What follows belongs to an exercise in optimizing a design on an open flow for small area, a short achievable clock period and few clock cycles per item; a production flow would make more cautious choices. Where RTL was checked, it was by simulation tests only, not by an equivalence proof against the original. No activity file was given, so power comes from the tool's default toggle rates.

Setup of the baseline:
Design systolic_array_os, start of the top module:
module systolic_array_os #(
  parameter  int N      = 4,
  parameter  int DATA_W = 8,
  parameter  int ACC_W  = 24,
  parameter  int MAX_K  = 64,
  localparam int KW     = $clog2(MAX_K + 1),
  localparam int IW     = (N > 1) ? $clog2(N) : 1
) (
  input  logic                clk,
  input  logic                reset_n,
  input  logic                start,
  input  logic [KW-1:0]       k_len,
  input  logic                in_valid,
  output logic                in_ready,
  input  logic [N*DATA_W-1:0] a_vec,
  input  logic [N*DATA_W-1:0] b_vec,
  output logic                out_valid,
  input  logic                out_ready,
  output logic [IW-1:0]       out_idx,
  output logic [N*ACC_W-1:0]  out_row,
  output logic                busy,
  output logic                done
);
Size in the first run: about 5,600 cells after synthesis, roughly 790 flip-flops, about 180 I/O pins.
Settings: LEC_CHECK=0, CAP_MARGIN=20, CORE_MARGIN=2, CORE_UTILIZATION=40, SLEW_MARGIN=20, SYNTH_HIERARCHICAL=1; clock period 9.0 ns.
standard.sh (not shown) runs the stock make flow with config.mk's settings and CLKGATE_MAP_FILE= SYNTH_SCRIPT=/design/flow/synth_recipe.tcl, a recipe that flattens the netlist after the stock synthesis.
==> flow/flow/run.sh <==
#!/bin/bash
# The standard layout (standard.sh: the standard synthesis, floorplan, placement,
# CTS, routing) with three settings changed: the timing repair steps aim at a 6 ns
# setup margin (a 3 ns period) instead of the design's 9 ns period, they repair only
# the worst path (TNS_END_PERCENT=0), and the port buffers are buf_4 cells.
# Make's full output goes to standard.log; each ORFS step also keeps its own log under
# orfs/logs/.
set -euo pipefail
bash standard.sh SETUP_SLACK_MARGIN=6.0 TNS_END_PERCENT=0 \
  "BUFFER_PORTS_ARGS=-buffer_cell sky130_fd_sc_hd__buf_4" finish > standard.log 2>&1
Inputs modified between the baseline and the candidate:
--- a/flow/design.v
+++ b/flow/design.v
@@ -76,32 +76,27 @@
       if (take) row_q <= row_q + IW'(1);
       for (int j = 0; j < N; j++)
         if (start_acc) sel_q[j] <= N'(1) << j;
         else if (load) sel_q[j] <= {sel_q[j][N-2:0], sel_q[j][N-1]};
     end
   end
   logic [DATA_W-1:0]   a_q  [N];
-  logic [DATA_W-1:0]   b_q  [N];
   logic [DATA_W/2-1:0] b1_q [N];
   logic [DATA_W/2-1:0] b2_q [N];
   logic [DATA_W/2-1:0] bn_q [N];
   always_ff @(posedge clk) begin
-    for (int i = 0; i < N; i++) begin
-      a_q[i] <= accept ? a_vec[i*DATA_W +: DATA_W] : '0;
-      b_q[i] <= b_vec[i*DATA_W +: DATA_W];
-    end
-  end
-  always_comb begin
+    for (int i = 0; i < N; i++) a_q[i] <= accept ? a_vec[i*DATA_W +: DATA_W] : '0;
     for (int j = 0; j < N; j++)
       for (int k = 0; k < DATA_W/2; k++) begin
         logic [2:0] t;
-        t = {b_q[j][2*k + 1], b_q[j][2*k], (k == 0) ? 1'b0 : b_q[j][(k == 0) ? 0 : 2*k - 1]};
-        b1_q[j][k] = t[1] ^ t[0];
-        b2_q[j][k] = (t == 3'b011) || (t == 3'b100);
-        bn_q[j][k] = t[2] && (t[1:0] != 2'b11);
+        t = {b_vec[j*DATA_W + 2*k + 1], b_vec[j*DATA_W + 2*k],
+             (k == 0) ? 1'b0 : b_vec[j*DATA_W + 2*k - 1]};
+        b1_q[j][k] <= t[1] ^ t[0];
+        b2_q[j][k] <= (t == 3'b011) || (t == 3'b100);
+        bn_q[j][k] <= t[2] && (t[1:0] != 2'b11);
       end
   end
   logic [B-1:0]    acc0  [N][N];
   logic [B-1:0]    acc1  [N][N];
   logic [SW-B-1:0] accu  [N][N];
   logic [NCQ-1:0]  cq    [N][N];
   logic [B-1:0]    accn0 [N][N];
@@ -2850,7 +2845,10 @@
 module sa_ha (input logic a, b, output logic s, co);
   assign s  = a ^ b;
   assign co = a & b;
 endmodule
 module sa_xor (input logic a, b, output logic y);
   assign y = a ^ b;
 endmodule
+module sa_mux (input logic a, b, s, output logic y);
+  assign y = s ? b : a;
+endmodule
## What came out
- The candidate: PASS, flow complete, no timing, DRC or antenna violations
- The baseline completed; timing, DRC and antenna clean
- As of the candidate, routed metal-1 wirelength had fallen by a few percent compared to the baseline.
- The candidate against the baseline: number of filler instances in the final layout shows an increase of about 2.6%; final design area excluding fillers shows a reduction of about 2.3%.
- Per the comparison of the candidate with the baseline, initial antenna violation count increased 3; via total after detailed routing decreased 947.
- Compare the baseline and the candidate | worst stage delay on the critical path higher: the baseline
- ~same clock network contribution to total cell area in the baseline and the candidate
- On sum of internal, switching and leakage power, the baseline and the candidate are neck and neck.
- Going from the baseline to the candidate, number of non-filler instances in the completed layout went down by about 2%, global routing met3 resource utilization was more or less identical.
No run of this note included a check of the RTL's function; only the layout flow was run.

* * *

systolic_array_os, a different RTL version from the one above (not shown whole).
For scale: roughly 5,300 cells after synthesis, roughly 810 flip-flops, ~180 I/O pins, ~56,000 µm² of cells after synthesis.
==> flow/config.mk <==
export PLATFORM = sky130hd
export DESIGN_NAME = systolic_array_os
export DESIGN_NICKNAME = systolic_array_os
export VERILOG_FILES = /design/flow/design.v
export SDC_FILE = /design/flow/constraint.sdc
export NUM_CORES = 4
export LEC_CHECK = 0
export CAP_MARGIN = 20
export CORE_MARGIN = 2
export CORE_UTILIZATION = 40
export SLEW_MARGIN = 20
export SYNTH_HIERARCHICAL = 1
==> flow/constraint.sdc <==
create_clock -name core_clock -period 9.0 [get_ports {clk}]
set_input_delay 1.8000 -clock core_clock [delete_from_list [all_inputs] [get_ports {clk}]]
set_output_delay 1.8000 -clock core_clock [all_outputs]
set_load 0.01 [all_outputs]
Scripts as last shown in full above: flow/flow/run.sh
Testbench counts at the start, summed over its fixed seeds: cycles 15,559, jobs 384.
Rerun with:
--- a/flow/design.v
+++ b/flow/design.v
@@ -105,30 +105,21 @@
   always_ff @(posedge clk) begin
     for (int i = 0; i < N; i++)
       for (int j = 0; j < N; j++) begin
         for (int c = 0; c < B; c++) begin
           if (MASK0[c]) acc0[i][j][c] <= accn0[i][j][c] && !clr_q;
           if (MASK1[c]) acc1[i][j][c] <= accn1[i][j][c] && !clr_q;
         end
         if (clr_q) accu[i][j] <= '0;
         else begin
           logic [SW-B-1:0] u;
-          logic up, dn, all1, all0;
-          up = cq[i][j][0] && cq[i][j][1];
-          dn = !(cq[i][j][0] || cq[i][j][1]);
-          all1 = 1'b1;
-          all0 = 1'b1;
-          for (int c = 0; c < SW-B; c++) begin
-            u[c] = accu[i][j][c] ^ ((up && all1) || (dn && all0));
-            all1 = all1 && accu[i][j][c];
-            all0 = all0 && !accu[i][j][c];
-          end
+          u = accu[i][j] + {{(SW-B-1){!(cq[i][j][0] || cq[i][j][1])}}, !(cq[i][j][0] ^ cq[i][j][1])};
           accu[i][j] <= u;
         end
         cq[i][j] <= clr_q ? '0 : cqn[i][j];
       end
   end
   logic [B-1:0]    rs0 [N];
   logic [B-1:0]    rs1 [N];
   logic [SW-B-1:0] ru  [N];
   logic [NCQ-1:0]  rc  [N];
   logic [SW-1:0]   res [N];
Result:
- The new run finished with timing, DRC and antenna clean
- routed wire length went up by 3.4%
- final cell count grows by 2.2%
- total power rose by 6.4%
- sequential share of layout area came out lower by 0.60 points
- area after synthesis increases by 2.1%
- global-route usage increases by 0.30 points
- setup slack loses 64 ps
- synthesized cell count increases by 2.5%
- sequential cell count stays the same
Testbench counts after the change, summed over its fixed seeds: cycles 15,559, jobs 384.

* * *

north:
Another version of the RTL of systolic_array_os (not shown whole).
For scale: ~5500 cells after synthesis, about 180 I/O pins, about 57000 µm² of cells after synthesis.
clock: 9.0 ns
lec_check: 0
cap_margin: 20
core_margin: 2
core_utilization: 40
slew_margin: 20
synth_hierarchical: 1
Scripts as last shown in full above: flow/flow/run.sh
The inputs of west differ from those of north as listed below.
--- a/flow/design.v
+++ b/flow/design.v
@@ -210,47 +210,43 @@
     wire g37 = g27 | (p27 & g24);
     wire g38 = g28 | (p28 & g24);
     wire g39 = g[16] | (p[16] & g38);
     wire g40 = g8 | (p8 & g38);
     wire g41 = g19 | (p19 & g38);
     wire g42 = g20 | (p20 & g38);
     wire g43 = g29 | (p29 & g38);
     wire g44 = g30 | (p30 & g38);
     assign res[j][0] = p[0];
-    sa_xor u_x1 (.a(p[1]), .b(g[0]), .y(res[j][1]));
-    sa_xor u_x2 (.a(p[2]), .b(g0), .y(res[j][2]));
-    sa_xor u_x3 (.a(p[3]), .b(g11), .y(res[j][3]));
-    sa_xor u_x4 (.a(p[4]), .b(g12), .y(res[j][4]));
-    sa_xor u_x5 (.a(p[5]), .b(g21), .y(res[j][5]));
-    sa_xor u_x6 (.a(p[6]), .b(g22), .y(res[j][6]));
-    sa_xor u_x7 (.a(p[7]), .b(g23), .y(res[j][7]));
-    sa_xor u_x8 (.a(p[8]), .b(g24), .y(res[j][8]));
-    sa_xor u_x9 (.a(p[9]), .b(g31), .y(res[j][9]));
-    sa_xor u_x10 (.a(p[10]), .b(g32), .y(res[j][10]));
-    sa_xor u_x11 (.a(p[11]), .b(g33), .y(res[j][11]));
-    sa_xor u_x12 (.a(p[12]), .b(g34), .y(res[j][12]));
-    sa_xor u_x13 (.a(p[13]), .b(g35), .y(res[j][13]));
-    sa_xor u_x14 (.a(p[14]), .b(g36), .y(res[j][14]));
-    sa_xor u_x15 (.a(p[15]), .b(g37), .y(res[j][15]));
-    sa_xor u_x16 (.a(p[16]), .b(g38), .y(res[j][16]));
-    sa_xor u_x17 (.a(p[17]), .b(g39), .y(res[j][17]));
-    sa_xor u_x18 (.a(p[18]), .b(g40), .y(res[j][18]));
-    sa_xor u_x19 (.a(p[19]), .b(g41), .y(res[j][19]));
-    sa_xor u_x20 (.a(p[20]), .b(g42), .y(res[j][20]));
-    sa_xor u_x21 (.a(p[21]), .b(g43), .y(res[j][21]));
-  end
-  logic [N-1:0] load_c;
-  for (genvar j = 0; j < N; j++) begin : g_load
-    sa_load u_ld (.ld(ld_q), .ov(ov_q), .rdy(out_ready), .nlast(!last_row), .y(load_c[j]));
+    assign res[j][1] = p[1] ^ g[0];
+    assign res[j][2] = p[2] ^ g0;
+    assign res[j][3] = p[3] ^ g11;
+    assign res[j][4] = p[4] ^ g12;
+    assign res[j][5] = p[5] ^ g21;
+    assign res[j][6] = p[6] ^ g22;
+    assign res[j][7] = p[7] ^ g23;
+    assign res[j][8] = p[8] ^ g24;
+    assign res[j][9] = p[9] ^ g31;
+    assign res[j][10] = p[10] ^ g32;
+    assign res[j][11] = p[11] ^ g33;
+    assign res[j][12] = p[12] ^ g34;
+    assign res[j][13] = p[13] ^ g35;
+    assign res[j][14] = p[14] ^ g36;
+    assign res[j][15] = p[15] ^ g37;
+    assign res[j][16] = p[16] ^ g38;
+    assign res[j][17] = p[17] ^ g39;
+    assign res[j][18] = p[18] ^ g40;
+    assign res[j][19] = p[19] ^ g41;
+    assign res[j][20] = p[20] ^ g42;
+    assign res[j][21] = p[21] ^ g43;
   end
   always_ff @(posedge clk) begin
     for (int j = 0; j < N; j++)
-      if (load_c[j]) out_q[j] <= res[j];
+      if (load) out_q[j] <= res[j];
   end
   always_comb begin
     for (int j = 0; j < N; j++) out_row[j*ACC_W +: ACC_W] = {{(ACC_W-SW){out_q[j][SW-1]}}, out_q[j]};
   end
   wire m00_w0 = (b1_q[0][0] & a_q[0][0]) ^ bn_q[0][0];
   wire m00_w1 = ((b1_q[0][0] & a_q[0][1]) | (b2_q[0][0] & a_q[0][0])) ^ bn_q[0][0];
   wire m00_w2 = ((b1_q[0][0] & a_q[0][2]) | (b2_q[0][0] & a_q[0][1])) ^ bn_q[0][0];
   wire m00_w3 = ((b1_q[0][0] & a_q[0][3]) | (b2_q[0][0] & a_q[0][2])) ^ bn_q[0][0];
   wire m00_w4 = ((b1_q[0][0] & a_q[0][4]) | (b2_q[0][0] & a_q[0][3])) ^ bn_q[0][0];
@@ -2844,18 +2840,9 @@
 endmodule
 module sa_fa (input logic a, b, c, output logic s, co);
   assign s  = a ^ b ^ c;
   assign co = (a & b) | (a & c) | (b & c);
 endmodule
 module sa_ha (input logic a, b, output logic s, co);
   assign s  = a ^ b;
   assign co = a & b;
 endmodule
-module sa_xor (input logic a, b, output logic y);
-  assign y = a ^ b;
-endmodule
-module sa_mux (input logic a, b, s, output logic y);
-  assign y = s ? b : a;
-endmodule
-module sa_load (input logic ld, ov, rdy, nlast, output logic y);
-  assign y = ld || (ov && rdy && nlast);
-endmodule
==> run summary <==
Relative to north, number of placed instances with taps included has decreased by 59 in west.
Switching power summed over all nets: west vs north up about 0.8%
Comparing north and west, the lower combinational fraction of design power was measured on north.
On placement-stage cell area, north and west are basically level.
From north to west, top-level I/O count did not move at all.
[compare] base=north new=west: final cell count lower; non-clock buffer count higher; final worst setup slack lower.
Relative to north, maximum fanout along the worst path increased by 15 in west.
Where internal power is concerned, north is better than west.
Worst hold slack deteriorates in west relative to north.
Function was not checked in any run of this note: the RTL went through the layout flow alone.

[afterwards: timing with drivers on the ports]
The results above use ideal ports. As a check the final layouts listed here were re-extracted and re-timed, cells and wires unchanged. Step 1: set_driving_cell puts a clkbuf_16 on clk and a buf_2 on each other input, an assumption about the parent block. Step 2 adds t to the input delays and takes it off the output delays; t is the mean of the earliest and latest rising clock arrival at the registers after step 1. Input paths then give back, and output paths get back, about the clock's delay inside the block. a / b / c = ideal / step 1 / step 2; a / b = the first two.
run	t, ns	setup WS [ns]	hold WS [ns]	slew at the worst register clock pin (ns)
the baseline	0.790	5.712 / 5.632 / 5.125	0.370 / 0.370 / 0.370	0.07 / 0.07
the candidate	0.789	5.818 / 5.742 / 5.276	0.363 / 0.363 / 0.363	0.07 / 0.07
the first run of note 2	0.774	5.882 / 5.805 / 5.316	0.356 / 0.356 / 0.356	0.06 / 0.06
the second run of note 2	0.789	5.818 / 5.742 / 5.276	0.363 / 0.363 / 0.363	0.07 / 0.07
north	0.791	5.835 / 5.755 / 5.560	0.375 / 0.375 / 0.375	0.07 / 0.07
west	0.802	5.631 / 5.631 / 5.006	0.353 / 0.353 / 0.353	0.07 / 0.07
After both steps every run listed still meets setup and hold. The setup slack of west, which loses most, moves by 0.000 ns with the drivers and by -0.625 ns with both steps.
